From an optimization exercise on the open Yosys and OpenROAD flow, aimed at small area, a short achievable clock period and few clock cycles per item; shortcuts taken in it are not production practice. Only simulation tests tie the RTL to the original design; equivalence was not proved. Power and IR drop assume default switching activity.

## design/flow/constraint.sdc

```tcl
create_clock -name core_clock -period 13.0 [get_ports {clk}]
set_input_delay 2.6000 -clock core_clock [delete_from_list [all_inputs] [get_ports {clk}]]
set_output_delay 2.6000 -clock core_clock [all_outputs]
set_load 0.01 [all_outputs]
```

## design/flow/run.sh

```bash
#!/bin/bash
# synth_recipe.tcl (not shown) runs the flow's synth.tcl, then flattens the netlist and writes it again
# the make line also repeats each setting of config.mk as NAME=value (left out here)
make -C /OpenROAD-flow-scripts/flow DESIGN_CONFIG=/design/flow/config.mk WORK_HOME=/design/flow/orfs CLKGATE_MAP_FILE= SYNTH_SCRIPT=/design/flow/synth_recipe.tcl finish
```

## design/flow/design.v

```verilog
`default_nettype none
package ipwm_pkg;
    localparam int NUM_PROBES    = 8;
    localparam int MAX_PROBE_LEN = 32;
    localparam int PSEL_W  = 3;
    localparam int POFF_W  = 5;
    localparam int LEN_W   = 6;
    localparam int CODE_W  = 5;
    localparam int CFG_IDX_W  = 1;
    localparam int CFG_DATA_W = 7;
    localparam logic [CFG_IDX_W-1:0] CFG_THRESHOLD = 1'd0;
    localparam logic [CFG_IDX_W-1:0] CFG_NFILTER   = 1'd1;
    localparam logic [1:0] OP_LOAD   = 2'd0;
    localparam logic [1:0] OP_GENOME = 2'd1;
    localparam logic [1:0] OP_RECORD = 2'd2;
    localparam logic [1:0] OP_NONE   = 2'd3;
    localparam logic [CODE_W-1:0] CODE_N = 5'b01111;
    function automatic logic [CODE_W-1:0] encode(input logic [7:0] b);
        logic [7:0] c;
        if (b >= 8'h61 && b <= 8'h7A)
            c = b - 8'd32;
        else
            c = b;
        case (c)
            8'h41: encode = 5'b00001;  
            8'h43: encode = 5'b00010;  
            8'h47: encode = 5'b00100;  
            8'h54: encode = 5'b01000;  
            8'h52: encode = 5'b00101;  
            8'h59: encode = 5'b01010;  
            8'h4D: encode = 5'b00011;  
            8'h4B: encode = 5'b01100;  
            8'h53: encode = 5'b00110;  
            8'h57: encode = 5'b01001;  
            8'h48: encode = 5'b01011;  
            8'h42: encode = 5'b01110;  
            8'h56: encode = 5'b00111;  
            8'h44: encode = 5'b01101;  
            8'h4E: encode = 5'b01111;  
            8'h45: encode = 5'b10000;  
            8'h46: encode = 5'b10001;  
            8'h49: encode = 5'b10010;  
            8'h4A: encode = 5'b10011;  
            8'h4C: encode = 5'b10100;  
            8'h4F: encode = 5'b10101;  
            8'h50: encode = 5'b10110;  
            8'h51: encode = 5'b10111;  
            8'h55: encode = 5'b11000;  
            8'h58: encode = 5'b11001;  
            8'h5A: encode = 5'b11010;  
            default: encode = 5'b00000;
        endcase
    endfunction
    function automatic logic is_plain(input logic [CODE_W-1:0] c);
        is_plain = !c[4] && (c[3:0] == 4'b0001 || c[3:0] == 4'b0010
                             || c[3:0] == 4'b0100 || c[3:0] == 4'b1000);
    endfunction
    function automatic logic pair_match(input logic [CODE_W-1:0] g, input logic [CODE_W-1:0] q);
        logic lg, lq;
        lg = g != 5'b00000;
        lq = q != 5'b00000;
        pair_match = lg && lq && (g == q || g == CODE_N || q == CODE_N
                     || (!g[4] && !q[4] && (is_plain(g) || is_plain(q))
                         && (g[3:0] & q[3:0]) != 4'b0000));
    endfunction
endpackage
`default_nettype wire
`default_nettype none
module ipwm_score
(
    input  wire logic [ipwm_pkg::MAX_PROBE_LEN*ipwm_pkg::CODE_W-1:0] win,
    input  wire logic [ipwm_pkg::MAX_PROBE_LEN*ipwm_pkg::CODE_W-1:0] prb,
    input  wire logic [ipwm_pkg::LEN_W-1:0]                           len,
    output logic      [23:0]                                          part
);
    logic [31:0] m;
    always_comb
    begin
        for (int j = 0; j < 32; j++)
            m[j] = ipwm_pkg::pair_match(win[j*5 +: 5], prb[j*5 +: 5])
                   && (ipwm_pkg::LEN_W'(j) < len);
    end
    genvar gq;
    generate
        for (gq = 0; gq < 8; gq++)
        begin : g_q
            ipwm_pop4 u_pop (.x(m[gq*4 +: 4]), .y(part[gq*3 +: 3]));
        end
    endgenerate
endmodule
module ipwm_pop4 (
    input  wire logic [3:0] x,
    output logic [2:0] y
);
    logic w1;
    logic w2;
    logic w3;
    logic w4;
    logic w5;
    logic w6;
    assign w1 = x[0] ^ x[1] ^ x[2];
    assign w2 = (x[0] & x[1]) | (x[0] & x[2]) | (x[1] & x[2]);
    assign w3 = w1 ^ x[3];
    assign w4 = w1 & x[3];
    assign w5 = w2 ^ w4;
    assign w6 = w2 & w4;
    assign y = {w6, w5, w3};
endmodule
module ipwm_sum8x3 (
    input  wire logic [23:0] p,
    input  wire logic [5:0]  nm,
    output logic [5:0]       y,
    output logic             ge
);
    logic w1;
    logic w2;
    logic w3;
    logic w4;
    logic w5;
    logic w6;
    logic w7;
    logic w8;
    logic w9;
    logic w10;
    logic w11;
    logic w12;
    logic w13;
    logic w14;
    logic w15;
    logic w16;
    logic w17;
    logic w18;
    logic w19;
    logic w20;
    logic w21;
    logic w22;
    logic w23;
    logic w24;
    logic w25;
    logic w26;
    logic w27;
    logic w28;
    logic w29;
    logic w30;
    logic w31;
    logic w32;
    logic w33;
    logic w34;
    logic w35;
    logic w36;
    logic w37;
    logic w38;
    logic w39;
    logic w40;
    logic w41;
    logic w42;
    logic w43;
    logic w44;
    logic w45;
    logic w46;
    logic w47;
    logic w48;
    logic w49;
    logic w50;
    logic w51;
    logic w52;
    assign w1 = p[0] ^ p[3] ^ p[6];
    assign w2 = (p[0] & p[3]) | (p[0] & p[6]) | (p[3] & p[6]);
    assign w3 = p[9] ^ p[12] ^ p[15];
    assign w4 = (p[9] & p[12]) | (p[9] & p[15]) | (p[12] & p[15]);
    assign w5 = p[1] ^ p[4] ^ p[7];
    assign w6 = (p[1] & p[4]) | (p[1] & p[7]) | (p[4] & p[7]);
    assign w7 = p[10] ^ p[13] ^ p[16];
    assign w8 = (p[10] & p[13]) | (p[10] & p[16]) | (p[13] & p[16]);
    assign w9 = p[2] ^ p[5] ^ p[8];
    assign w10 = (p[2] & p[5]) | (p[2] & p[8]) | (p[5] & p[8]);
    assign w11 = p[11] ^ p[14] ^ p[17];
    assign w12 = (p[11] & p[14]) | (p[11] & p[17]) | (p[14] & p[17]);
    assign w13 = w1 ^ w3 ^ p[18];
    assign w14 = (w1 & w3) | (w1 & p[18]) | (w3 & p[18]);
    assign w15 = w2 ^ w4 ^ w5;
    assign w16 = (w2 & w4) | (w2 & w5) | (w4 & w5);
    assign w17 = w7 ^ p[19] ^ p[22];
    assign w18 = (w7 & p[19]) | (w7 & p[22]) | (p[19] & p[22]);
    assign w19 = w6 ^ w8 ^ w9;
    assign w20 = (w6 & w8) | (w6 & w9) | (w8 & w9);
    assign w21 = w11 ^ p[20] ^ p[23];
    assign w22 = (w11 & p[20]) | (w11 & p[23]) | (p[20] & p[23]);
    assign w23 = w14 ^ w15 ^ w17;
    assign w24 = (w14 & w15) | (w14 & w17) | (w15 & w17);
    assign w25 = w16 ^ w18 ^ w19;
    assign w26 = (w16 & w18) | (w16 & w19) | (w18 & w19);
    assign w27 = w20 ^ w22 ^ w10;
    assign w28 = (w20 & w22) | (w20 & w10) | (w22 & w10);
    assign w29 = w24 ^ w25 ^ w21;
    assign w30 = (w24 & w25) | (w24 & w21) | (w25 & w21);
    assign w31 = w26 ^ w27 ^ w12;
    assign w32 = (w26 & w27) | (w26 & w12) | (w27 & w12);
    assign w33 = w13 ^ p[21];
    assign w34 = w13 & p[21];
    assign w35 = w23 ^ w34;
    assign w36 = w23 & w34;
    assign w37 = w29 ^ w36;
    assign w38 = w29 & w36;
    assign w39 = w30 ^ w31 ^ w38;
    assign w40 = (w30 & w31) | (w30 & w38) | (w31 & w38);
    assign w41 = w32 ^ w28 ^ w40;
    assign w42 = (w32 & w28) | (w32 & w40) | (w28 & w40);
    assign w43 = w13 ^ p[21] ^ nm[0];
    assign w44 = (w13 & p[21]) | (w13 & nm[0]) | (p[21] & nm[0]);
    assign w45 = w30 ^ w31 ^ nm[3];
    assign w46 = (w30 & w31) | (w30 & nm[3]) | (w31 & nm[3]);
    assign w47 = w32 ^ w28 ^ nm[4];
    assign w48 = (w32 & w28) | (w32 & nm[4]) | (w28 & nm[4]);
    assign w49 = w44 ^ w23 ^ nm[1];
    assign w50 = (w44 & w23) | (w44 & nm[1]) | (w23 & nm[1]);
    assign w51 = w50 ^ w29 ^ nm[2];
    assign w52 = (w50 & w29) | (w50 & nm[2]) | (w29 & nm[2]);
    assign y = {w42, w41, w39, w37, w35, w33};
    logic [6:0] t;
    assign t = {1'b0, w48, w46, w52, w51, w49, w43} + {1'b0, nm[5], w47, w45, 1'b0, 1'b0, 1'b1};
    assign ge = t[6];
endmodule
module ipwm_mul6x16 (
    input  wire logic [5:0] s,
    input  wire logic [15:0] k,
    output logic [6:0] y
);
    logic w1;
    logic w2;
    logic w3;
    logic w4;
    logic w5;
    logic w6;
    logic w7;
    logic w8;
    logic w9;
    logic w10;
    logic w11;
    logic w12;
    logic w13;
    logic w14;
    logic w15;
    logic w16;
    logic w17;
    logic w18;
    logic w19;
    logic w20;
    logic w21;
    logic w22;
    logic w23;
    logic w24;
    logic w25;
    logic w26;
    logic w27;
    logic w28;
    logic w29;
    logic w30;
    logic w31;
    logic w32;
    logic w33;
    logic w34;
    logic w35;
    logic w36;
    logic w37;
    logic w38;
    logic w39;
    logic w40;
    logic w41;
    logic w42;
    logic w43;
    logic w44;
    logic w45;
    logic w46;
    logic w47;
    logic w48;
    logic w49;
    logic w50;
    logic w51;
    logic w52;
    logic w53;
    logic w54;
    logic w55;
    logic w56;
    logic w57;
    logic w58;
    logic w59;
    logic w60;
    logic w61;
    logic w62;
    logic w63;
    logic w64;
    logic w65;
    logic w66;
    logic w67;
    logic w68;
    logic w69;
    logic w70;
    logic w71;
    logic w72;
    logic w73;
    logic w74;
    logic w75;
    logic w76;
    logic w77;
    logic w78;
    logic w79;
    logic w80;
    logic w81;
    logic w82;
    logic w83;
    logic w84;
    logic w85;
    logic w86;
    logic w87;
    logic w88;
    logic w89;
    logic w90;
    logic w91;
    logic w92;
    logic w93;
    logic w94;
    logic w95;
    logic w96;
    logic w97;
    logic w98;
    logic w99;
    logic w100;
    assign w1 = (s[0] & k[2]) ^ (s[1] & k[1]) ^ (s[2] & k[0]);
    assign w2 = ((s[0] & k[2]) & (s[1] & k[1])) | ((s[0] & k[2]) & (s[2] & k[0])) | ((s[1] & k[1]) & (s[2] & k[0]));
    assign w3 = (s[0] & k[3]) ^ (s[1] & k[2]) ^ (s[2] & k[1]);
    assign w4 = ((s[0] & k[3]) & (s[1] & k[2])) | ((s[0] & k[3]) & (s[2] & k[1])) | ((s[1] & k[2]) & (s[2] & k[1]));
    assign w5 = (s[0] & k[4]) ^ (s[1] & k[3]) ^ (s[2] & k[2]);
    assign w6 = ((s[0] & k[4]) & (s[1] & k[3])) | ((s[0] & k[4]) & (s[2] & k[2])) | ((s[1] & k[3]) & (s[2] & k[2]));
    assign w7 = (s[0] & k[5]) ^ (s[1] & k[4]) ^ (s[2] & k[3]);
    assign w8 = ((s[0] & k[5]) & (s[1] & k[4])) | ((s[0] & k[5]) & (s[2] & k[3])) | ((s[1] & k[4]) & (s[2] & k[3]));
    assign w9 = (s[3] & k[2]) ^ (s[4] & k[1]) ^ (s[5] & k[0]);
    assign w10 = ((s[3] & k[2]) & (s[4] & k[1])) | ((s[3] & k[2]) & (s[5] & k[0])) | ((s[4] & k[1]) & (s[5] & k[0]));
    assign w11 = (s[0] & k[6]) ^ (s[1] & k[5]) ^ (s[2] & k[4]);
    assign w12 = ((s[0] & k[6]) & (s[1] & k[5])) | ((s[0] & k[6]) & (s[2] & k[4])) | ((s[1] & k[5]) & (s[2] & k[4]));
    assign w13 = (s[3] & k[3]) ^ (s[4] & k[2]) ^ (s[5] & k[1]);
    assign w14 = ((s[3] & k[3]) & (s[4] & k[2])) | ((s[3] & k[3]) & (s[5] & k[1])) | ((s[4] & k[2]) & (s[5] & k[1]));
    assign w15 = (s[0] & k[7]) ^ (s[1] & k[6]) ^ (s[2] & k[5]);
    assign w16 = ((s[0] & k[7]) & (s[1] & k[6])) | ((s[0] & k[7]) & (s[2] & k[5])) | ((s[1] & k[6]) & (s[2] & k[5]));
    assign w17 = (s[3] & k[4]) ^ (s[4] & k[3]) ^ (s[5] & k[2]);
    assign w18 = ((s[3] & k[4]) & (s[4] & k[3])) | ((s[3] & k[4]) & (s[5] & k[2])) | ((s[4] & k[3]) & (s[5] & k[2]));
    assign w19 = (s[0] & k[8]) ^ (s[1] & k[7]) ^ (s[2] & k[6]);
    assign w20 = ((s[0] & k[8]) & (s[1] & k[7])) | ((s[0] & k[8]) & (s[2] & k[6])) | ((s[1] & k[7]) & (s[2] & k[6]));
    assign w21 = (s[3] & k[5]) ^ (s[4] & k[4]) ^ (s[5] & k[3]);
    assign w22 = ((s[3] & k[5]) & (s[4] & k[4])) | ((s[3] & k[5]) & (s[5] & k[3])) | ((s[4] & k[4]) & (s[5] & k[3]));
    assign w23 = (s[0] & k[9]) ^ (s[1] & k[8]) ^ (s[2] & k[7]);
    assign w24 = ((s[0] & k[9]) & (s[1] & k[8])) | ((s[0] & k[9]) & (s[2] & k[7])) | ((s[1] & k[8]) & (s[2] & k[7]));
    assign w25 = (s[3] & k[6]) ^ (s[4] & k[5]) ^ (s[5] & k[4]);
    assign w26 = ((s[3] & k[6]) & (s[4] & k[5])) | ((s[3] & k[6]) & (s[5] & k[4])) | ((s[4] & k[5]) & (s[5] & k[4]));
    assign w27 = (s[0] & k[10]) ^ (s[1] & k[9]) ^ (s[2] & k[8]);
    assign w28 = ((s[0] & k[10]) & (s[1] & k[9])) | ((s[0] & k[10]) & (s[2] & k[8])) | ((s[1] & k[9]) & (s[2] & k[8]));
    assign w29 = (s[3] & k[7]) ^ (s[4] & k[6]) ^ (s[5] & k[5]);
    assign w30 = ((s[3] & k[7]) & (s[4] & k[6])) | ((s[3] & k[7]) & (s[5] & k[5])) | ((s[4] & k[6]) & (s[5] & k[5]));
    assign w31 = (s[0] & k[11]) ^ (s[1] & k[10]) ^ (s[2] & k[9]);
    assign w32 = ((s[0] & k[11]) & (s[1] & k[10])) | ((s[0] & k[11]) & (s[2] & k[9])) | ((s[1] & k[10]) & (s[2] & k[9]));
    assign w33 = (s[3] & k[8]) ^ (s[4] & k[7]) ^ (s[5] & k[6]);
    assign w34 = ((s[3] & k[8]) & (s[4] & k[7])) | ((s[3] & k[8]) & (s[5] & k[6])) | ((s[4] & k[7]) & (s[5] & k[6]));
    assign w35 = (s[0] & k[12]) ^ (s[1] & k[11]) ^ (s[2] & k[10]);
    assign w36 = ((s[0] & k[12]) & (s[1] & k[11])) | ((s[0] & k[12]) & (s[2] & k[10])) | ((s[1] & k[11]) & (s[2] & k[10]));
    assign w37 = (s[3] & k[9]) ^ (s[4] & k[8]) ^ (s[5] & k[7]);
    assign w38 = ((s[3] & k[9]) & (s[4] & k[8])) | ((s[3] & k[9]) & (s[5] & k[7])) | ((s[4] & k[8]) & (s[5] & k[7]));
    assign w39 = (s[0] & k[13]) ^ (s[1] & k[12]) ^ (s[2] & k[11]);
    assign w40 = ((s[0] & k[13]) & (s[1] & k[12])) | ((s[0] & k[13]) & (s[2] & k[11])) | ((s[1] & k[12]) & (s[2] & k[11]));
    assign w41 = (s[3] & k[10]) ^ (s[4] & k[9]) ^ (s[5] & k[8]);
    assign w42 = ((s[3] & k[10]) & (s[4] & k[9])) | ((s[3] & k[10]) & (s[5] & k[8])) | ((s[4] & k[9]) & (s[5] & k[8]));
    assign w43 = (s[0] & k[14]) ^ (s[1] & k[13]) ^ (s[2] & k[12]);
    assign w44 = ((s[0] & k[14]) & (s[1] & k[13])) | ((s[0] & k[14]) & (s[2] & k[12])) | ((s[1] & k[13]) & (s[2] & k[12]));
    assign w45 = (s[3] & k[11]) ^ (s[4] & k[10]) ^ (s[5] & k[9]);
    assign w46 = ((s[3] & k[11]) & (s[4] & k[10])) | ((s[3] & k[11]) & (s[5] & k[9])) | ((s[4] & k[10]) & (s[5] & k[9]));
    assign w47 = (s[0] & k[15]) ^ (s[1] & k[14]) ^ (s[2] & k[13]);
    assign w48 = ((s[0] & k[15]) & (s[1] & k[14])) | ((s[0] & k[15]) & (s[2] & k[13])) | ((s[1] & k[14]) & (s[2] & k[13]));
    assign w49 = (s[3] & k[12]) ^ (s[4] & k[11]) ^ (s[5] & k[10]);
    assign w50 = ((s[3] & k[12]) & (s[4] & k[11])) | ((s[3] & k[12]) & (s[5] & k[10])) | ((s[4] & k[11]) & (s[5] & k[10]));
    assign w51 = w2 ^ w3 ^ (s[3] & k[0]);
    assign w52 = (w2 & w3) | (w2 & (s[3] & k[0])) | (w3 & (s[3] & k[0]));
    assign w53 = w4 ^ w5 ^ (s[3] & k[1]);
    assign w54 = (w4 & w5) | (w4 & (s[3] & k[1])) | (w5 & (s[3] & k[1]));
    assign w55 = w6 ^ w7 ^ w9;
    assign w56 = (w6 & w7) | (w6 & w9) | (w7 & w9);
    assign w57 = w8 ^ w10 ^ w11;
    assign w58 = (w8 & w10) | (w8 & w11) | (w10 & w11);
    assign w59 = w12 ^ w14 ^ w15;
    assign w60 = (w12 & w14) | (w12 & w15) | (w14 & w15);
    assign w61 = w16 ^ w18 ^ w19;
    assign w62 = (w16 & w18) | (w16 & w19) | (w18 & w19);
    assign w63 = w20 ^ w22 ^ w23;
    assign w64 = (w20 & w22) | (w20 & w23) | (w22 & w23);
    assign w65 = w24 ^ w26 ^ w27;
    assign w66 = (w24 & w26) | (w24 & w27) | (w26 & w27);
    assign w67 = w28 ^ w30 ^ w31;
    assign w68 = (w28 & w30) | (w28 & w31) | (w30 & w31);
    assign w69 = w32 ^ w34 ^ w35;
    assign w70 = (w32 & w34) | (w32 & w35) | (w34 & w35);
    assign w71 = w36 ^ w38 ^ w39;
    assign w72 = (w36 & w38) | (w36 & w39) | (w38 & w39);
    assign w73 = w40 ^ w42 ^ w43;
    assign w74 = (w40 & w42) | (w40 & w43) | (w42 & w43);
    assign w75 = w44 ^ w46 ^ w47;
    assign w76 = (w44 & w46) | (w44 & w47) | (w46 & w47);
    assign w77 = w52 ^ w53 ^ (s[4] & k[0]);
    assign w78 = (w52 & w53) | (w52 & (s[4] & k[0])) | (w53 & (s[4] & k[0]));
    assign w79 = w56 ^ w57 ^ w13;
    assign w80 = (w56 & w57) | (w56 & w13) | (w57 & w13);
    assign w81 = w58 ^ w59 ^ w17;
    assign w82 = (w58 & w59) | (w58 & w17) | (w59 & w17);
    assign w83 = w60 ^ w61 ^ w21;
    assign w84 = (w60 & w61) | (w60 & w21) | (w61 & w21);
    assign w85 = w62 ^ w63 ^ w25;
    assign w86 = (w62 & w63) | (w62 & w25) | (w63 & w25);
    assign w87 = w64 ^ w65 ^ w29;
    assign w88 = (w64 & w65) | (w64 & w29) | (w65 & w29);
    assign w89 = w66 ^ w67 ^ w33;
    assign w90 = (w66 & w67) | (w66 & w33) | (w67 & w33);
    assign w91 = w68 ^ w69 ^ w37;
    assign w92 = (w68 & w69) | (w68 & w37) | (w69 & w37);
    assign w93 = w70 ^ w71 ^ w41;
    assign w94 = (w70 & w71) | (w70 & w41) | (w71 & w41);
    assign w95 = w72 ^ w73 ^ w45;
    assign w96 = (w72 & w73) | (w72 & w45) | (w73 & w45);
    assign w97 = w74 ^ w75 ^ w49;
    assign w98 = (w74 & w75) | (w74 & w49) | (w75 & w49);
    assign w99 = w78 ^ w54 ^ w55;
    assign w100 = (w78 & w54) | (w78 & w55) | (w54 & w55);
    logic [15:0] full;
    assign full = {w96, w94, w92, w90, w88, w86, w84, w82, w80, w100, w99, w77, w51, w1, (s[0] & k[1]), (s[0] & k[0])} + {w97, w95, w93, w91, w89, w87, w85, w83, w81, w79, 1'b0, 1'b0, 1'b0, 1'b0, (s[1] & k[0]), 1'b0};
    assign y = full[15:9];
endmodule
`default_nettype wire
`default_nettype none
module iupac_probe_window_matcher_core
(
    input  wire logic                  clk,
    input  wire logic                  rst_n,
    input  wire logic                  in_valid,
    output logic                       in_ready,
    input  wire logic [1:0]            in_operation,
    input  wire logic [ipwm_pkg::PSEL_W-1:0]     in_probe_select,
    input  wire logic [ipwm_pkg::POFF_W-1:0]     in_probe_offset,
    input  wire logic                  in_probe_end,
    input  wire logic [7:0]            in_symbol,
    output logic                       out_valid,
    input  wire logic                  out_ready,
    output logic [31:0]                out_hit_position,
    output logic [31:0]                out_hit_distance,
    output logic [2:0]                 out_hit_probe,
    output logic [6:0]                 out_match_percent,
    output logic                       out_last_hit,
    input  wire logic                  cfg_we,
    input  wire logic [ipwm_pkg::CFG_IDX_W-1:0]  cfg_index,
    input  wire logic [ipwm_pkg::CFG_DATA_W-1:0] cfg_data
);
    localparam int NP = ipwm_pkg::NUM_PROBES;
    localparam int ML = ipwm_pkg::MAX_PROBE_LEN;
    localparam int CW = ipwm_pkg::CODE_W;
    logic [6:0] thr_reg;
    logic [1:0] nf_reg;
    logic        q0_v, q1_v, rdy_reg;
    logic [1:0]  q0_op, q1_op;
    logic [2:0]  q0_sel, q1_sel;
    logic [4:0]  q0_off, q1_off;
    logic        q0_end, q1_end;
    logic [CW-1:0] q0_code, q1_code;
    logic        cp_v, cp_old, cp_idx;
    logic [6:0]  cp_data;
    logic        wr_v;
    logic [2:0]  wr_sel;
    logic [4:0]  wr_off;
    logic [CW-1:0] wr_code;
    logic [CW-1:0] win_reg [ML];
    logic [CW-1:0] pm_reg  [NP][ML];
    logic [5:0]    plen_reg [NP];
    logic [5:0]    minsc_reg [NP];
    logic [5:0]    lng_reg;        
    logic [4:0]    ins_reg;        
    logic [5:0]    fill_reg;
    logic [31:0]   n_reg, prev_reg;
    localparam logic [2:0] SQ_IDLE = 3'd0, SQ_LEN = 3'd1, SQ_SCAN = 3'd2, SQ_SET = 3'd3,
                           SQ_ROT = 3'd4;
    logic [2:0]  sq_reg;
    logic [4:0]  rot_reg;
    logic [2:0]  scan_reg;
    logic [5:0]  lnew_reg, lxnew_reg;
    logic        lxmax_reg;        
    logic [NP-1:0] todo_reg;       
    logic        cal_reg, cal_busy;
    logic [2:0]  cp_reg;           
    logic [5:0]  ci_reg, cm_reg;
    logic [7:0]  ca_reg;           
    logic        pend_reg;         
    logic        r_v;
    logic [23:0] r_part [NP];
    logic [5:0]  r_nfirst;
    logic [31:0] r_pos;
    logic        sc_v;
    logic [5:0]  sc_reg [NP];
    logic [NP-1:0] hit_reg, rep_reg, iss_reg;
    logic [31:0] scp_reg;
    logic        d_v, d_last;
    logic [5:0]  d_s;
    logic [15:0] d_k;
    logic [2:0]  d_probe;
    logic [31:0] d_pos, d_dist;
    logic        k_v, k_last;
    logic [5:0]  k_s;
    logic [15:0] k_k;
    logic [2:0]  k_probe;
    logic [31:0] k_pos, k_dist;
    logic        o_v;
    logic [31:0] o_pos, o_dist;
    logic [2:0]  o_probe;
    logic [6:0]  o_pct;
    logic        o_last;
    logic accept, pop, quiet, busy, blocked, light_ok, heavy_ok;
    logic is_gen, is_load, is_rec, heavy;
    logic cfg_apply, pend_take, r_move, sc_release;
    logic x_gen, x_load, x_rec, x_end, scan_new;
    logic [5:0] fill_new;
    logic [31:0] n_new;
    assign accept  = in_valid && rdy_reg;
    assign is_gen  = q0_op == ipwm_pkg::OP_GENOME;
    assign is_load = q0_op == ipwm_pkg::OP_LOAD;
    assign is_rec  = q0_op == ipwm_pkg::OP_RECORD;
    assign heavy   = is_rec || (is_load && q0_end);
    assign quiet   = !pend_reg && !r_v && !sc_v;
    assign busy    = sq_reg != SQ_IDLE;
    assign blocked = busy || (cp_v && !cp_old);
    assign cal_busy = cal_reg || todo_reg != '0;
    assign light_ok = !pend_reg || pend_take;
    assign heavy_ok = quiet && !(is_load && cal_busy);
    assign pop      = q0_v && !blocked && (heavy ? heavy_ok : light_ok);
    assign x_gen    = pop && is_gen;
    assign x_load   = pop && is_load;
    assign x_rec    = pop && is_rec;
    assign x_end    = x_load && q0_end;
    assign cfg_apply = cp_v && !cp_old && !busy && quiet && !cal_busy;
    assign fill_new = (fill_reg == 6'd32) ? fill_reg : fill_reg + 6'd1;
    assign n_new    = (n_reg == 32'hFFFF_FFFF) ? n_reg : n_reg + 32'd1;
    assign scan_new = lng_reg != 6'd0 && fill_new >= lng_reg;
    always_ff @(posedge clk or negedge rst_n)
    begin
        if (!rst_n)
        begin
            q0_v    <= 1'b0;
            q1_v    <= 1'b0;
            rdy_reg <= 1'b0;
            cp_v    <= 1'b0;
            cp_old  <= 1'b0;
            wr_v    <= 1'b0;
        end
        else
        begin
            if (pop)
            begin
                q0_v <= q1_v || accept;
                q1_v <= q1_v && accept;
            end
            else if (accept)
            begin
                q0_v <= 1'b1;
                q1_v <= q0_v;
            end
            if (cfg_we)
            begin
                cp_v   <= 1'b1;
                cp_old <= q0_v && !pop;
            end
            else
            begin
                if (cfg_apply)
                    cp_v <= 1'b0;
                if (pop)
                    cp_old <= 1'b0;
            end
            rdy_reg <= !cfg_we && !(cp_v && !cfg_apply)
                       && ((q0_v + q1_v + accept - pop) < 2);
            wr_v <= x_load;
        end
    end
    always_ff @(posedge clk)
    begin
        if (cfg_we)
        begin
            cp_idx  <= cfg_index;
            cp_data <= cfg_data;
        end
        if (pop)
        begin
            if (q1_v)
            begin
                q0_op <= q1_op; q0_sel <= q1_sel; q0_off <= q1_off;
                q0_end <= q1_end; q0_code <= q1_code;
            end
            else
            begin
                q0_op <= in_operation; q0_sel <= in_probe_select; q0_off <= in_probe_offset;
                q0_end <= in_probe_end; q0_code <= ipwm_pkg::encode(in_symbol);
            end
            q1_op <= in_operation; q1_sel <= in_probe_select; q1_off <= in_probe_offset;
            q1_end <= in_probe_end; q1_code <= ipwm_pkg::encode(in_symbol);
        end
        else if (accept)
        begin
            if (!q0_v)
            begin
                q0_op <= in_operation; q0_sel <= in_probe_select; q0_off <= in_probe_offset;
                q0_end <= in_probe_end; q0_code <= ipwm_pkg::encode(in_symbol);
            end
            q1_op <= in_operation; q1_sel <= in_probe_select; q1_off <= in_probe_offset;
            q1_end <= in_probe_end; q1_code <= ipwm_pkg::encode(in_symbol);
        end
        if (x_load)
        begin
            wr_sel  <= q0_sel;
            wr_off  <= q0_off;
            wr_code <= q0_code;
        end
    end
    assign in_ready = rdy_reg;
    always_ff @(posedge clk or negedge rst_n)
    begin
        if (!rst_n)
        begin
            thr_reg <= 7'd100;
            nf_reg  <= 2'd0;
        end
        else if (cfg_apply)
        begin
            if (cp_idx == ipwm_pkg::CFG_THRESHOLD)
                thr_reg <= cp_data;
            else
                nf_reg <= cp_data[1:0];
        end
    end
    logic rot, rotating;
    assign rotating = sq_reg == SQ_ROT;
    assign rot = x_gen || rotating;
    always_ff @(posedge clk)
    begin
        if (rot)
        begin
            for (int j = 0; j < ML; j++)
            begin
                if (!rotating && ins_reg == 5'(j))
                    win_reg[j] <= q0_code;
                else
                    win_reg[j] <= win_reg[(j + 1) % ML];
            end
        end
    end
    always_ff @(posedge clk)
    begin
        for (int p = 0; p < NP; p++)
            for (int j = 0; j < ML; j++)
                if (wr_v && wr_sel == 3'(p) && wr_off == 5'(j))
                    pm_reg[p][j] <= wr_code;
    end
    logic [8:0] ct;
    logic [2:0] todo_first;
    logic [5:0] scan_len;
    assign ct = {ca_reg[7], ca_reg} + {2'b00, thr_reg};
    assign scan_len = plen_reg[scan_reg];
    always_comb
    begin
        todo_first = '0;
        for (int p = NP - 1; p >= 0; p--)
            if (todo_reg[p])
                todo_first = 3'(p);
    end
    always_ff @(posedge clk or negedge rst_n)
    begin
        if (!rst_n)
        begin
            for (int p = 0; p < NP; p++)
                plen_reg[p] <= '0;
            lng_reg   <= '0;
            ins_reg   <= 5'd31;
            fill_reg  <= '0;
            n_reg     <= '0;
            sq_reg    <= SQ_IDLE;
            rot_reg   <= '0;
            scan_reg  <= '0;
            lnew_reg  <= '0;
            lxnew_reg <= '0;
            lxmax_reg <= 1'b0;
            todo_reg  <= '0;
            cal_reg   <= 1'b0;
            cp_reg    <= '0;
            ci_reg    <= '0;
            cm_reg    <= '0;
            ca_reg    <= '0;
        end
        else
        begin
            if (x_end)
            begin
                plen_reg[q0_sel] <= {1'b0, q0_off} + 6'd1;
                lxnew_reg <= {1'b0, q0_off} + 6'd1;
                lxmax_reg <= plen_reg[q0_sel] == lng_reg;
            end
            if (x_rec)
            begin
                fill_reg <= '0;
                n_reg    <= '0;
            end
            else if (x_gen)
            begin
                fill_reg <= fill_new;
                n_reg    <= n_new;
            end
            case (sq_reg)
                SQ_IDLE:
                begin
                    if (x_end)
                        sq_reg <= SQ_LEN;
                end
                SQ_LEN:
                begin
                    if (lxnew_reg >= lng_reg)
                    begin
                        lnew_reg <= lxnew_reg;
                        sq_reg   <= SQ_SET;
                    end
                    else if (lxmax_reg)
                    begin
                        lnew_reg <= '0;
                        scan_reg <= '0;
                        sq_reg   <= SQ_SCAN;
                    end
                    else
                        sq_reg <= SQ_IDLE;
                end
                SQ_SCAN:
                begin
                    if (scan_len > lnew_reg)
                        lnew_reg <= scan_len;
                    scan_reg <= scan_reg + 3'd1;
                    if (scan_reg == 3'd7)
                        sq_reg <= SQ_SET;
                end
                SQ_SET:
                begin
                    lng_reg <= lnew_reg;
                    ins_reg <= lnew_reg[4:0] - 5'd1;
                    rot_reg <= lng_reg[4:0] - lnew_reg[4:0];
                    if (lng_reg[4:0] != lnew_reg[4:0] && fill_reg != 6'd0)
                        sq_reg <= SQ_ROT;
                    else
                        sq_reg <= SQ_IDLE;
                end
                default:
                begin
                    rot_reg <= rot_reg - 5'd1;
                    if (rot_reg == 5'd1)
                        sq_reg <= SQ_IDLE;
                end
            endcase
            if (x_end)
                todo_reg[q0_sel] <= 1'b1;
            else if (cfg_apply && cp_idx == ipwm_pkg::CFG_THRESHOLD)
                todo_reg <= '1;
            if (!cal_reg)
            begin
                if (todo_reg != '0)
                begin
                    cal_reg <= 1'b1;
                    cp_reg  <= todo_first;
                    ci_reg  <= plen_reg[todo_first];
                    cm_reg  <= '0;
                    ca_reg  <= '0;
                    todo_reg[todo_first] <= 1'b0;
                end
            end
            else if (ci_reg != 6'd0)
            begin
                ci_reg <= ci_reg - 6'd1;
                if (!ct[8] && ct[7:0] > 8'd100)
                begin
                    ca_reg <= 8'(ct - 9'd200);
                    cm_reg <= cm_reg + 6'd2;
                end
                else if (!ct[8] && ct[7:0] != 8'd0)
                begin
                    ca_reg <= 8'(ct - 9'd100);
                    cm_reg <= cm_reg + 6'd1;
                end
                else
                    ca_reg <= 8'(ct);
            end
            else
                cal_reg <= 1'b0;
        end
    end
    always_ff @(posedge clk)
    begin
        if (cal_reg && ci_reg == 6'd0)
            minsc_reg[cp_reg] <= cm_reg;
    end
    logic [ML*CW-1:0] win_flat;
    logic [ML*CW-1:0] pm_flat [NP];
    logic [23:0] part [NP];
    always_comb
    begin
        for (int j = 0; j < ML; j++)
        begin
            win_flat[j*CW +: CW] = win_reg[j];
            for (int p = 0; p < NP; p++)
                pm_flat[p][j*CW +: CW] = pm_reg[p][j];
        end
    end
    genvar gp;
    generate
        for (gp = 0; gp < NP; gp++)
        begin : g_score
            ipwm_score u_score (
                .win   (win_flat),
                .prb   (pm_flat[gp]),
                .len   (plen_reg[gp]),
                .part  (part[gp])
            );
        end
    endgenerate
    logic [ML-1:0] nsel;
    logic [5:0]    nfirst;
    always_comb
    begin
        for (int j = 0; j < ML; j++)
            nsel[j] = (win_reg[j] == ipwm_pkg::CODE_N) ^ nf_reg[0];
        nfirst = 6'd32;
        for (int j = ML - 1; j >= 0; j--)
            if (nsel[j])
                nfirst = 6'(j);
    end
    logic [5:0]    score [NP];
    logic [NP-1:0] hit_now, emit_now, reach;
    generate
        for (gp = 0; gp < NP; gp++)
        begin : g_add
            ipwm_sum8x3 u_add (
                .p  (r_part[gp]),
                .nm (~minsc_reg[gp]),
                .y  (score[gp]),
                .ge (reach[gp])
            );
        end
    endgenerate
    always_comb
    begin
        for (int p = 0; p < NP; p++)
        begin
            hit_now[p]  = plen_reg[p] != 6'd0 && reach[p];
            emit_now[p] = nf_reg[1] || (nf_reg[0] ^ (r_nfirst >= plen_reg[p]));
        end
    end
    logic [NP-1:0] pending, pick, below;
    logic [2:0]    pidx;
    logic          issue, d_take, first_hit_rep;
    logic [31:0]   dist0;
    logic [5:0]    ilen;
    logic [15:0]   recip;
    always_comb
    begin
        pending = rep_reg & ~iss_reg;
        pick = pending & (~pending + 8'd1);
        pidx = '0;
        for (int p = NP - 1; p >= 0; p--)
            if (pending[p])
                pidx = 3'(p);
        below = pick - 8'd1;
        ilen = plen_reg[pidx];
        recip = '0;
        for (int l = 1; l <= ML; l++)
            if (ilen == 6'(l))
                recip = 16'((51200 + l - 1) / l);
    end
    assign first_hit_rep = (hit_reg & below) == '0 && iss_reg == '0;
    assign dist0 = (prev_reg == 32'd0 || scp_reg < prev_reg) ? 32'd0 : scp_reg - prev_reg;
    assign d_take     = !k_v;               
    assign issue      = sc_v && pending != '0 && d_take;
    assign sc_release = sc_v && (pending == '0 || (issue && (pending & ~pick) == '0));
    assign r_move     = r_v && !cal_busy && (!sc_v || sc_release);
    assign pend_take  = pend_reg && (!r_v || r_move);
    always_ff @(posedge clk or negedge rst_n)
    begin
        if (!rst_n)
        begin
            pend_reg <= 1'b0;
            r_v      <= 1'b0;
            sc_v     <= 1'b0;
            prev_reg <= '0;
        end
        else
        begin
            if (x_gen && scan_new)
                pend_reg <= 1'b1;
            else if (pend_take)
                pend_reg <= 1'b0;
            if (pend_take)
                r_v <= 1'b1;
            else if (r_move)
                r_v <= 1'b0;
            if (r_move)
                sc_v <= 1'b1;
            else if (sc_release)
                sc_v <= 1'b0;
            if (x_rec)
                prev_reg <= '0;
            else if (sc_release && hit_reg != '0)
                prev_reg <= scp_reg;
        end
    end
    always_ff @(posedge clk)
    begin
        if (pend_take)
        begin
            for (int p = 0; p < NP; p++)
                r_part[p] <= part[p];
            r_nfirst <= nfirst;
            r_pos    <= n_reg - {26'd0, lng_reg} + 32'd1;
        end
        if (r_move)
        begin
            for (int p = 0; p < NP; p++)
                sc_reg[p] <= score[p];
            hit_reg <= hit_now;
            rep_reg <= hit_now & emit_now;
            iss_reg <= '0;
            scp_reg <= r_pos;
        end
        else if (issue)
            iss_reg <= iss_reg | pick;
    end
    logic d_free, o_free;
    logic [6:0] d_pct;
    logic [5:0]  i_s;
    logic [2:0]  i_probe;
    logic        i_last;
    logic [31:0] i_dist;
    assign o_free = !o_v || out_ready;
    assign d_free = !d_v || o_free;
    assign i_s     = sc_reg[pidx];
    assign i_probe = pidx;
    assign i_last  = (pending & ~pick) == '0;
    assign i_dist  = first_hit_rep ? dist0 : 32'd0;
    always_ff @(posedge clk or negedge rst_n)
    begin
        if (!rst_n)
        begin
            k_v <= 1'b0;
            d_v <= 1'b0;
            o_v <= 1'b0;
        end
        else
        begin
            if (k_v)
            begin
                if (d_free)
                    k_v <= 1'b0;
            end
            else if (issue && !d_free)
                k_v <= 1'b1;
            if (d_free)
                d_v <= k_v || issue;
            if (o_free)
                o_v <= d_v;
        end
    end
    always_ff @(posedge clk)
    begin
        if (!k_v)
        begin
            k_s <= i_s; k_k <= recip; k_probe <= i_probe; k_last <= i_last;
            k_pos <= scp_reg; k_dist <= i_dist;
        end
        if (d_free)
        begin
            if (k_v)
            begin
                d_s <= k_s; d_k <= k_k; d_probe <= k_probe; d_last <= k_last;
                d_pos <= k_pos; d_dist <= k_dist;
            end
            else
            begin
                d_s <= i_s; d_k <= recip; d_probe <= i_probe; d_last <= i_last;
                d_pos <= scp_reg; d_dist <= i_dist;
            end
        end
        if (o_free)
        begin
            o_pos <= d_pos; o_dist <= d_dist; o_probe <= d_probe;
            o_pct <= d_pct; o_last <= d_last;
        end
    end
    ipwm_mul6x16 u_mul (.s(d_s), .k(d_k), .y(d_pct));
    assign out_valid         = o_v;
    assign out_hit_position  = o_pos;
    assign out_hit_distance  = o_dist;
    assign out_hit_probe     = o_probe;
    assign out_match_percent = o_pct;
    assign out_last_hit      = o_last;
endmodule
`default_nettype wire
```

## design/flow/config.mk

```make
export PLATFORM = sky130hd
export DESIGN_NAME = iupac_probe_window_matcher_core
export DESIGN_NICKNAME = iupac_probe_window_matcher_core
export VERILOG_FILES = /design/flow/design.v
export SDC_FILE = /design/flow/constraint.sdc
export NUM_CORES = 4
export LEC_CHECK = 0
export CAP_MARGIN = 20
export CORE_MARGIN = 2
export CORE_UTILIZATION = 40
export PLACE_DENSITY = 0.6
export SLEW_MARGIN = 20
```

==> summary.txt, run 1 <==
status=no timing/DRC/antenna violations; htree depth=5; kind of critical path=reg2reg; critical path capture point type=register; Clock Sinks=2336; Post-synth EDFFs=around 2000; Die Span Y=599 um; warnings from Yosys=16; hold-critical path endpoint=o_pos[3]$_DFFE_PP_; r2r startpoint=d_s[0]$_DFFE_PN_; final number of hold-violating endpoints=0; GRT overflow=0; Initial Utilization=0.402; iteration count of the initial detailed-routing pass=10; Setup Skew=~0.082 ns; io pins=around 110; first-pass GRT wire length=702000 um; worst-skew pair later-pin latency=around 0.95 ns; peak supply drop=0.118 mV; final slew viol count=0; Synth Flop Type=edfxtp_1; max reg flops=between 1000 and 1500; core area=~0.35 mm2; total number of vias=around 110k; minimum clock period=a little under 5 ns; startpoint types=register; Post-DRT Antenna Nets=0; DRC viols=0; Final nets=15000; share of layout cells above drive strength 1=0.0785; WP data arrival=approximately 5.5 ns; f_max=slightly above 200 MHz; FF+latch count, synth=2336; Unique masters post-synth=115; gr usage total=0.270; row count=around 220; Final Cell Area=0.159 mm2; largest net degree at the start of global routing=approximately 120; CTS tree=built; vias in the first global route=about 100000; final core occ=0.451; Max Cap Viol=0; total wire length=496000 um; Worst Tran Pin Value=between 1 and 1.5 ns; Hold Path Depth=0; Net Count, Synth=roughly 15000; slew margin rel.=0.121; initial drt markers=11600; final setup TNS=0 ns; RD Place Congestion=approximately 1.0; Area Overhead vs Synth=12.3%; sequential area share after synthesis=0.481; Final period util=0.377; CTS resizes=0; asr flop ratio synth=0.0882; endpoints failing setup=0; HP Start=d_pos[3]$_DFFE_PN_; reg-to-reg endpoint=o_pct[6]$_DFFE_PP_; power per cell area=~130 mW/mm2; hold bufs inserted after CTS=0; DR WL/cell=27.6 um; die area=between 0.3 and 0.4 mm2; initial antenna violation count=65; synthesized area=about 0.14 mm2; Clock Path Buffers=4; HPWL Detailed=between 300000 and 400000 um; flop-to-flop setup slack=a little over 8 ns; Hold Path Class=reg2reg; Syn Inst Count=between 10000 and 15000; Buffers on Ports=around 110; Lkg Pwr=61.3 nW; worst r2r path cells=19; CP required=~14 ns; Syn Area/Cell=between 10 and 15 um2; Die X=approximately 600 um; setup bufs post-CTS=0; CTS root buf=clkbuf_16; CP Max Fanout=15; Post-Place Cell Area=between 0.1 and 0.15 mm2; routed vias/inst=5.96; RSZ-0062 raised after global routing=false; Reg clk slew, reported paths=0.06 ns; TritonCTS buffer count=278
==> where the power goes <==
part | internal, mW | switching [mW] | leakage [nW] | total [mW]
Clock | 4.72 | 3.26 | 4.52 | 7.99
Combinational | 1.17 | 1.99 | 34.2 | 3.16
Sequential | 8.40 | 0.510 | 22.6 | 8.91
==> Yosys cell counts, types with 18 or more instances <==
master / n / share of area
edfxtp_1: 2032 / 0.43
ha_1: 1675 / 0.15
nor2_1: 1309 / 0.035
o21ai_0: 1077 / 0.038
inv_1: 940 / 0.025
a21oi_1: 715 / 0.025
nand2_1: 591 / 0.016
nor3_1: 519 / 0.018
nand4_1: 355 / 0.016
fa_1: 298 / 0.042
xor2_1: 245 / 0.015
mux2_2: 232 / 0.018
clkbuf_1: 222 / 0.0059
dfrtp_1: 198 / 0.035
or4_1: 195 / 0.010
o41ai_1: 185 / 0.011
or3_1: 166 / 0.0073
nand3_1: 135 / 0.0048
o211ai_1: 120 / 0.0064
xnor2_1: 114 / 0.0071
dfxtp_1: 98 / 0.014
mux2i_1: 97 / 0.0069
a31oi_1: 75 / 0.0033
nor4_1: 71 / 0.0031
maj3_1: 70 / 0.0049
a2111oi_0: 64 / 0.0040
a21o_1: 62 / 0.0033
nand2b_1: 57 / 0.0025
a211oi_1: 52 / 0.0028
and2_1: 48 / 0.0021
nor2b_1: 46 / 0.0020
o21ai_1: 38 / 0.0013
o31ai_1: 38 / 0.0020
a22oi_1: 29 / 0.0015
o22ai_1: 29 / 0.0013
a221oi_1: 28 / 0.0017
and3_1: 28 / 0.0012
buf_2: 26 / 0.00092
o2111ai_1: 26 / 0.0016
o21a_1: 26 / 0.0014
a222oi_1: 25 / 0.0018
o21bai_1: 23 / 0.0012
nor3b_1: 19 / 0.0010
buf_1: 18 / 0.00048
==> stage by stage <==
step                power, mW  std cells  hold WS (ns)  setup WS (ns)
floorplan                10.8      12700         0.400           5.57
global placement         12.1      17400         0.401           7.86
detailed placement       12.1      17400         0.405           7.89
CTS                      20.1      17900         0.380           8.07
global route             20.7      17900         0.379           7.63
finish                   20.1      18000         0.380           8.10
==> how the worst max path moves through the flow <==
stage | from | end | slack (ns) | depth (start not counted)
global placement | in_symbol[2] | q0_code[4]$_DFFE_PP_ | 7.86 | 8
global route | d_s[0]$_DFFE_PN_ | o_pct[6]$_DFFE_PP_ | 7.63 | 17
detailed placement | in_symbol[2] | q0_code[4]$_DFFE_PP_ | 7.89 | 8
CTS | d_s[0]$_DFFE_PN_ | o_pct[6]$_DFFE_PP_ | 8.07 | 19
floorplan | rep_reg[3]$_DFFE_PP_ | r_nfirst[0]$_SDFFCE_PP0P_ | 5.57 | 7
finish | d_s[0]$_DFFE_PN_ | o_pct[6]$_DFFE_PP_ | 8.10 | 19
==> kinds of logic (layout without fill, tap and decap cells) <==
kind of cell | after synthesis | count (layout) | synth area share
flip-flops | 2336 | 2336 | 0.481
adder cells (fa/ha/maj) | 2043 | 2043 | 0.195
buffers and inverters | 1222 | 1775 | 0.0330
other | 0 | 32 | 0
multiplexers | 330 | 330 | 0.0254
AO/OA/AOI/OAI | 2753 | 2753 | 0.119
XOR/XNOR | 359 | 359 | 0.0222
AND/OR/NAND/NOR | 3618 | 3618 | 0.124
==> layout by cell type, fill, tap and decap left out, drive strengths merged, types with 64 or more instances in the layout <==
cell type and n:
edfxtp 2032, ha 1675, nor2 1313, o21ai 1117
inv 959, a21oi 716, nand2 594, nor3 525
nand4 356, clkbuf 350, fa 298, xor2 245
mux2 233, buf 217, dfrtp 198, or4 196
o41ai 187, or3 166, nand3 136, o211ai 121
xnor2 114, clkdlybuf4s50 107, clkinv 103, dfxtp 98
mux2i 97, a31oi 76, nor4 74, maj3 70
a2111oi 64
==> worst max-delay path, stage by stage (launching register included) <==
cell and delay [ns]:
edfxtp_1 0.68, nand2_1 0.16, fa_1 0.57, inv_1 0.06, fa_1 0.37, inv_1 0.08, fa_1 0.17, inv_1 0.06
fa_1 0.42, ha_1 0.28, nand4_1 0.09, o41ai_1 0.35, a21o_1 0.17, a21oi_1 0.09, o21bai_1 0.24, a21oi_1 0.17
o21ai_0 0.32, o21ai_0 0.16, a21oi_1 0.16, a31oi_1 0.05
==> metal layers <==
| layer | GRT usage | routed length [um] | share of wire |
|---|---|---|---|
| met4 | 0.178 | 38100 | 0.077 |
| met5 | 0 | 236 | 0.00048 |
| met1 | 0.347 | 195000 | 0.39 |
| met2 | 0.411 | 215000 | 0.43 |
| met3 | 0.0570 | 48300 | 0.097 |
==> layout make-up <==
class	count	area, um2
Timing Repair Buffer	325	2750
Tap cell	4730	5920
Clock inverter	155	1710
Inverter	946	3550
Multi-Input combinational cell	9103	69300
Antenna cell	32	80.1
Fill cell	32600	193000
Sequential cell	2336	68200
Clock buffer	349	7520
Testbench counts, summed over its fixed seeds: cycles 3,132, symbols 2,455.
==> run 2: changes to the inputs <==
--- a/design/flow/config.mk
+++ b/design/flow/config.mk
@@ -5,8 +5,9 @@
 export SDC_FILE = /design/flow/constraint.sdc
 export NUM_CORES = 4
 export LEC_CHECK = 0
-export CAP_MARGIN = 20
+export CAP_MARGIN = 30
 export CORE_MARGIN = 2
 export CORE_UTILIZATION = 40
+export GPL_TIMING_DRIVEN = 1
 export PLACE_DENSITY = 0.6
 export SLEW_MARGIN = 20
==> run 2 against run 1 <==
Net effect:
- still clean
- wire length about the same
- die area unchanged
- setup slack worse by 0.011 ns
- synthesized cell count unchanged
- non-clock buffer count up 50
- combinational power about the same
- critical path type unchanged
==> summary.txt, run 2 <==
status=no timing/DRC/antenna violations; io pins=around 110; gr usage total=0.270; final setup TNS=0 ns; DRC viols=0; final number of hold-violating endpoints=0; sequential area share after synthesis=0.481; Max Cap Viol=0; total wire length=497000 um; Final nets=between 15000 and 20000; endpoints failing setup=0; Post-synth EDFFs=just over 2000; Initial Utilization=0.402; Unique masters post-synth=115; Final period util=0.377; CTS tree=built; setup bufs post-CTS=0; post-synth top area cell=edfxtp_1; Syn Area/Cell=11.2 um2; most common cell in the netlist=edfxtp_1; Syn Inst Count=approximately 13000; met2 WL=between 200000 and 250000 um; initial antenna violation count=61; RSZ-0062 raised after global routing=false; CP required=13.67 ns; Reg clk slew, reported paths=0.06 ns; share of layout cells above drive strength 1=0.0811; main area contributors after synthesis=edfxtp_1 (43%), ha_1 (15%), fa_1 (4.2%), o21ai_0 (3.8%), dfrtp_1 (3.5%); commonest cells in the netlist=edfxtp_1 (2032), ha_1 (1675), nor2_1 (1309); iteration count of the initial detailed-routing pass=8; uppermost layer routed=met5; slew margin rel.=0.0917; routed vias/inst=around 6.0; minimum clock period=approximately 5 ns; Clock Sinks=roughly 2300; vias in the first global route=between 90000 and 100k; FF+latch count, synth=roughly 2300; WL met1=just under 200000 um; CTS resizes=0; Worst Tran Pin Value=~1.4 ns; power per cell area=about 120 mW/mm2; Setup Skew=roughly 0.078 ns; max reg flops=~1300; row count=~220; Area Overhead vs Synth=12.4%; Lkg Pwr=slightly above 60 nW; kind of critical path=reg2reg; Post-DRT Antenna Nets=0; Buffers on Ports=between 100 and 150; warnings from Yosys=16; WP data arrival=about 5.6 ns; CTS root buf=clkbuf_16; TritonCTS buffer count=275; Synth Flop Type=edfxtp_1; die area=approximately 0.36 mm2; Yosys top cell area share=0.431; Met3 Routed Length=51700 um; initial drt markers=between 10000 and 15000; RD Place Congestion=around 1.0; Hold Path Class=reg2reg; flop-to-flop setup slack=just over 8 ns; DR WL/cell=27.6 um; Die Span Y=~600 um; commonest non-fill, non-tap cell in the layout=edfxtp_1; worst-skew pair later-pin latency=around 0.95 ns; startpoint types=register; hold bufs inserted after CTS=0; setup ws final=slightly above 8 ns; GRT overflow=0; Net Count, Synth=approximately 15000; htree depth=5; Clock Path Buffers=4; peak supply drop=~0.11 mV; f_max=roughly 200 MHz; core area=about 0.35 mm2; CP Max Fanout=15; most frequent cells in the layout=edfxtp_1 (2032), ha_1 (1675), nor2_1 (1286); HPWL Detailed=between 300000 and 400000 um; asr flop ratio synth=0.0882; first-pass GRT wire length=roughly 700000 um; final slew viol count=0; largest net degree at the start of global routing=between 100 and 150; total number of vias=about 110k; synthesized area=around 0.14 mm2; worst slack at placement=~8 ns; Die X=around 600 um; critical path capture point type=register
run 2: stage by stage:
stage | utilization | instance area, um2 | hold WS [ns] | cells | power (mW)
2_1_floorplan | - | 142000 | 0.400 | 12700 | 10.8
3_3_place_gp | 0.425 | 150000 | 0.401 | 17400 | 12.1
3_5_place_dp | 0.426 | 150000 | 0.405 | 17500 | 12.1
4_1_cts | 0.451 | 159000 | 0.407 | 18000 | 19.9
5_1_grt | 0.451 | 159000 | 0.423 | 18000 | 20.5
6_report | 0.452 | 159000 | 0.411 | 18000 | 19.9
run 2: worst max-delay path: stages (launching register included):
cell and delay, ns:
edfxtp_1 0.66, nand2_1 0.15, fa_1 0.56, inv_1 0.05, fa_1 0.38, inv_1 0.09, fa_1 0.17, inv_1 0.05
fa_1 0.43, ha_1 0.29, nand4_1 0.09, o41ai_1 0.36, a21o_1 0.18, a21oi_1 0.09, o21bai_1 0.22, a21oi_1 0.18
o21ai_0 0.32, o21ai_0 0.17, a21oi_1 0.17, a31oi_1 0.06
run 2: final cells by class:
class	instances	area (um2)
tap	4730	5920
antenna	36	90.1
clock inverter	146	1600
inverter	946	3550
sequential	2336	68200
multi-input combinational	9103	69300
fill	32700	193000
timing repair buffer	375	3290
clock buffer	347	7320
run 2: power by group:
part           internal [mW]  switching, mW
Clock                   4.49           3.30
Sequential              8.40          0.505
Combinational           1.19           2.00
run 2: routing by layer:
metal  global-route usage  up-vias
met2                0.412     5445
met3               0.0602     1290
li1                     -    48400
met4                0.174       30
met1                0.347    52300
met5                    0        -
run 2: cell families (layout without fill, tap and decap cells):
logic type | count (synthesis) | count (layout) | synth area share
flip-flops | 2336 | 2336 | 0.481
buffers and inverters | 1222 | 1814 | 0.0330
adder cells (fa/ha/maj) | 2043 | 2043 | 0.195
XOR/XNOR | 359 | 359 | 0.0222
multiplexers | 330 | 330 | 0.0254
AND/OR/NAND/NOR | 3618 | 3618 | 0.124
AO/OA/AOI/OAI | 2753 | 2753 | 0.119
other | 0 | 36 | 0
run 2: path summary, 6_finish.rpt:
kind,start,endpoint,cells past startpoint
min in group asynchronous,rst_n,o_v$_DFFE_PN0P_,1
setup reg to reg,d_s[0]$_DFFE_PN_,o_pct[6]$_DFFE_PP_,19
setup / recovery,d_s[0]$_DFFE_PN_,o_pct[6]$_DFFE_PP_,19
hold reg to reg,d_pos[31]$_DFFE_PN_,o_pos[31]$_DFFE_PP_,0
max in group asynchronous,rst_n,plen_reg[6][4]$_DFFE_PN0P_,4
hold / removal,d_pos[31]$_DFFE_PN_,o_pos[31]$_DFFE_PP_,0

-- separate check: timing with driven ports --
No port has a modelled driver above. Below, the same layouts with a new extraction and two added sets of constraints.
Step 1 (the two cells are an assumption about what drives the block):
set clk [get_ports {clk}]
set_driving_cell -lib_cell sky130_fd_sc_hd__clkbuf_16 $clk
set_driving_cell -lib_cell sky130_fd_sc_hd__buf_2 [delete_from_list [all_inputs] $clk]
Step 2 adds t to the input delays and takes it off the output delays; t is the mean of the earliest and latest rising clock arrival at the registers after step 1. Input paths then give back, and output paths get back, about the clock's delay inside the block.
a / b / c = ideal ports / drivers / drivers and shift; a / b = the first two.
run	t (ns)	setup WS [ns]	worst setup path after step 2	worst data-port slew with drivers (ns)
run 1	1.023	8.103 / 8.103 / 7.925	input to register	0.14
run 2	1.030	8.093 / 8.093 / 7.888	input to register	0.12
After both steps setup and hold are still met in every run listed. The setup slack of run 2, which loses most, moves by 0.000 ns with the drivers and by -0.205 ns with both steps.
